This design comes from an exercise in tuning for small area, a short achievable clock period and few clock cycles per item on the open sky130 flow, not from production work. The RTL was checked by simulation tests, not by an equivalence proof against the original design. Power is estimated from default activity; no workload was simulated.

==> flow/design.v (excerpt) <==
module grid_zone_binning (
  input  logic                           clk,
  input  logic                           rst_n,
  input  logic                           in_tvalid,
  output logic                           in_tready,
  input  logic [55:0]                    in_tdata,
  input  logic                           in_tuser,
  output logic                           out_tvalid,
  input  logic                           out_tready,
  output logic [15:0]                    out_tdata,
  output logic [1:0]                     out_tuser,
  output logic                           out_tlast,
  input  logic                           cfg_valid,
  output logic                           cfg_ready,
  input  logic [0:0]                     cfg_index,
  input  logic [11:0]                    cfg_data
);
clock: 6.0 ns
lec_check: 0
abc_clock_period_in_ps: 2600
cap_margin: 20
core_margin: 2
core_utilization: 40
cts_buf_list: sky130_fd_sc_hd__clkbuf_4
place_density: 0.6
setup_slack_margin: 3.4
slew_margin: 20
standard.sh (not shown) runs the stock make flow with config.mk's settings and CLKGATE_MAP_FILE= SYNTH_SCRIPT=/design/flow/synth_recipe.tcl, a recipe that flattens the netlist after the stock synthesis.
==> flow/flow/run.sh <==
#!/bin/bash
# standard layout, with plain buffers (not delay cells) on the ports
set -o pipefail
export BUFFER_PORTS_ARGS="-buffer_cell sky130_fd_sc_hd__buf_2"
bash standard.sh > standard.log 2>&1
The first run completed with no timing, DRC or antenna violations.
Testbench counts at the start, summed over its fixed seeds: cycles 8,777, items 4,800.
Rerun with:
CTS_BUF_LIST = sky130_fd_sc_hd__clkbuf_8   (was sky130_fd_sc_hd__clkbuf_4)
Result: The changed run finished clean. Cell area drops by 1.8%. Utilization drops by 0.83 points. Area after synthesis does not change. Via count drops by 2.8%. Combinational power drops by about 2%. Die area stays the same. Worst setup slack improves by 38 ps. Non-clock buffer count drops by 23.
Rerun with:
==> flow/run.sh (new file) <==
#!/bin/bash
# synth_recipe.tcl (not shown) runs the flow's synth.tcl, then flattens the netlist and writes it again
# the make line also repeats each setting of config.mk as NAME=value (left out here)
make -C /OpenROAD-flow-scripts/flow DESIGN_CONFIG=/design/flow/config.mk WORK_HOME=/design/flow/orfs CLKGATE_MAP_FILE= SYNTH_SCRIPT=/design/flow/synth_recipe.tcl finish
CTS_BUF_LIST = unset   (was sky130_fd_sc_hd__clkbuf_8)
removed: flow/flow/run.sh
removed: flow/standard.sh
Outcome: Worst setup slack loses 47 ps; non-clock buffer count went up by 27; global-route usage came out higher by 0.24 points; critical path depth rises by 7; final cell count does not change; sequential share of layout area decreases by 1.9 points; wire length goes up by 0.49%; worst hold slack gains 7.0 ps; total power came out higher by 8.6%; die area does not change.
Rerun with:
==> flow/flow/run.sh (new file) <==
#!/bin/bash
# standard layout, with plain buffers (not delay cells) on the ports
set -o pipefail
export BUFFER_PORTS_ARGS="-buffer_cell sky130_fd_sc_hd__buf_2"
bash standard.sh > standard.log 2>&1
==> flow/standard.sh (new file) <==
#!/bin/bash
# synth_recipe.tcl (not shown) runs the flow's synth.tcl, then flattens the netlist and writes it again
# the make line also repeats each setting of config.mk as NAME=value (left out here)
make -C /OpenROAD-flow-scripts/flow DESIGN_CONFIG=/design/flow/config.mk WORK_HOME=/design/flow/orfs CLKGATE_MAP_FILE= SYNTH_SCRIPT=/design/flow/synth_recipe.tcl "${@:-finish}"
removed: flow/run.sh
After rerunning:
- setup slack got worse by 9.5 ps
- via count stays flat
- power drops by a few percent
- worst hold slack got worse by 6.4 ps
- clock power drops by a few percent


grid_zone_binning, a different RTL version from the one above (not shown whole).
For scale: ~1500 cells after synthesis, ~300 flip-flops, about 97 I/O pins, ~16000 um2 of cells after synthesis.
## grid_zone_binning
module grid_zone_binning (
  input  logic                           clk,
  input  logic                           rst_n,
  input  logic                           in_tvalid,
  output logic                           in_tready,
  input  logic [55:0]                    in_tdata,
  input  logic                           in_tuser,
  output logic                           out_tvalid,
  input  logic                           out_tready,
  output logic [15:0]                    out_tdata,
  output logic [1:0]                     out_tuser,
  output logic                           out_tlast,
  input  logic                           cfg_valid,
  output logic                           cfg_ready,
  input  logic [0:0]                     cfg_index,
  input  logic [11:0]                    cfg_data
);
==> flow/config.mk <==
export PLATFORM = sky130hd
export DESIGN_NAME = grid_zone_binning
export DESIGN_NICKNAME = grid_zone_binning
export VERILOG_FILES = /design/flow/design.v
export SDC_FILE = /design/flow/constraint.sdc
export NUM_CORES = 4
export LEC_CHECK = 0
export ABC_CLOCK_PERIOD_IN_PS = 2300
export CAP_MARGIN = 20
export CORE_MARGIN = 2
export CORE_UTILIZATION = 40
export CTS_BUF_LIST = sky130_fd_sc_hd__clkbuf_8
export CTS_CLUSTER_DIAMETER = 70
export CTS_CLUSTER_SIZE = 17
export PLACE_DENSITY = 0.6
export SETUP_SLACK_MARGIN = 3.5
export SLEW_MARGIN = 20
export TNS_END_PERCENT = 10
==> flow/constraint.sdc <==
create_clock -name core_clock -period 6.0 [get_ports {clk}]
set_input_delay 1.2000 -clock core_clock [delete_from_list [all_inputs] [get_ports {clk}]]
set_output_delay 1.2000 -clock core_clock [all_outputs]
set_load 0.01 [all_outputs]
==> flow/flow/run.sh <==
#!/bin/bash
# standard layout, with plain buffers (not delay cells) on the ports
set -o pipefail
export BUFFER_PORTS_ARGS="-buffer_cell sky130_fd_sc_hd__buf_2"
bash standard.sh > standard.log 2>&1
Testbench counts at the start, summed over its fixed seeds: cycles 8,777, items 4,800.
Rerun with:
Settings changed: CTS_CLUSTER_DIAMETER 70 to 60, CTS_CLUSTER_SIZE 17 to 14, SETUP_SLACK_MARGIN 3.5 to 3.7, TNS_END_PERCENT 10 to default.
The new run completed without violations.
Wire length grows by a few percent.
Register-to-register slack gets better by 0.36 ns.
Maximum frequency grows by a few percent.
Combinational power grows by about a fifth.
Cell area grows by a little under a tenth.
Cell count grows slightly.
Hold slack gets worse by 0.013 ns.
First-iteration DRC count shrinks by a few percent.
Rerun with:
Settings changed: CTS_CLUSTER_DIAMETER 60 to 70, CTS_CLUSTER_SIZE 14 to 17, SETUP_SLACK_MARGIN 3.7 to 3.5.
=> Count of clock-buffer cells in the layout shrinks by 3. Routed wire length stays flat. Worst setup slack barely changes. Global-route usage is about the same.
Rerun with:
Settings changed: SETUP_SLACK_MARGIN 3.5 to 3.8, TNS_END_PERCENT from default to 20.
Effect: Sequential power barely changes. First-iteration DRC count came out lower by 6.2%. Register-to-register slack got worse by 0.04 ns.

## separate check: timing with driven ports
The results above use ideal ports. As a check the final layouts listed here were re-extracted and re-timed, cells and wires unchanged.
Step 1 sets driving cells, clkbuf_16 on the clock port and buf_2 on the other inputs (assumed; they add their load-dependent delay and slew).
Step 2 times the ports against the registers' clock, not the clock port: input delays grow and output delays shrink by t, the midpoint of the rising clock arrivals with the driver on.
Slacks: ideal ports / drivers / drivers and shift; pairs: ideal ports / drivers.
| run | t, ns | slack for setup (ns) | worst setup path after step 2 |
|---|---|---|---|
| the first run of note 1 | 0.797 | 3.440 / 3.388 / 2.750 | input to register |
| the second run of note 1 | 0.658 | 3.478 / 3.428 / 2.870 | input to register |
| the third run of note 1 | 0.593 | 3.431 / 3.401 / 2.862 | input to register |
| the fourth run of note 1 | 0.588 | 3.421 / 3.440 / 2.852 | input to register |
| the first run of note 2 | 0.643 | 3.385 / 3.367 / 2.816 | input to register |
| the second run of note 2 | 0.661 | 3.499 / 3.445 / 2.990 | input to register |
| the third run of note 2 | 0.652 | 3.499 / 3.446 / 2.915 | input to register |
| the fourth run of note 2 | 0.637 | 3.525 / 3.472 / 2.924 | input to register |
After both steps setup and hold are still met in every run listed. For the first run of note 1, which loses most, drivers alone change the setup slack by -0.052 ns; drivers and shift together by -0.690 ns.
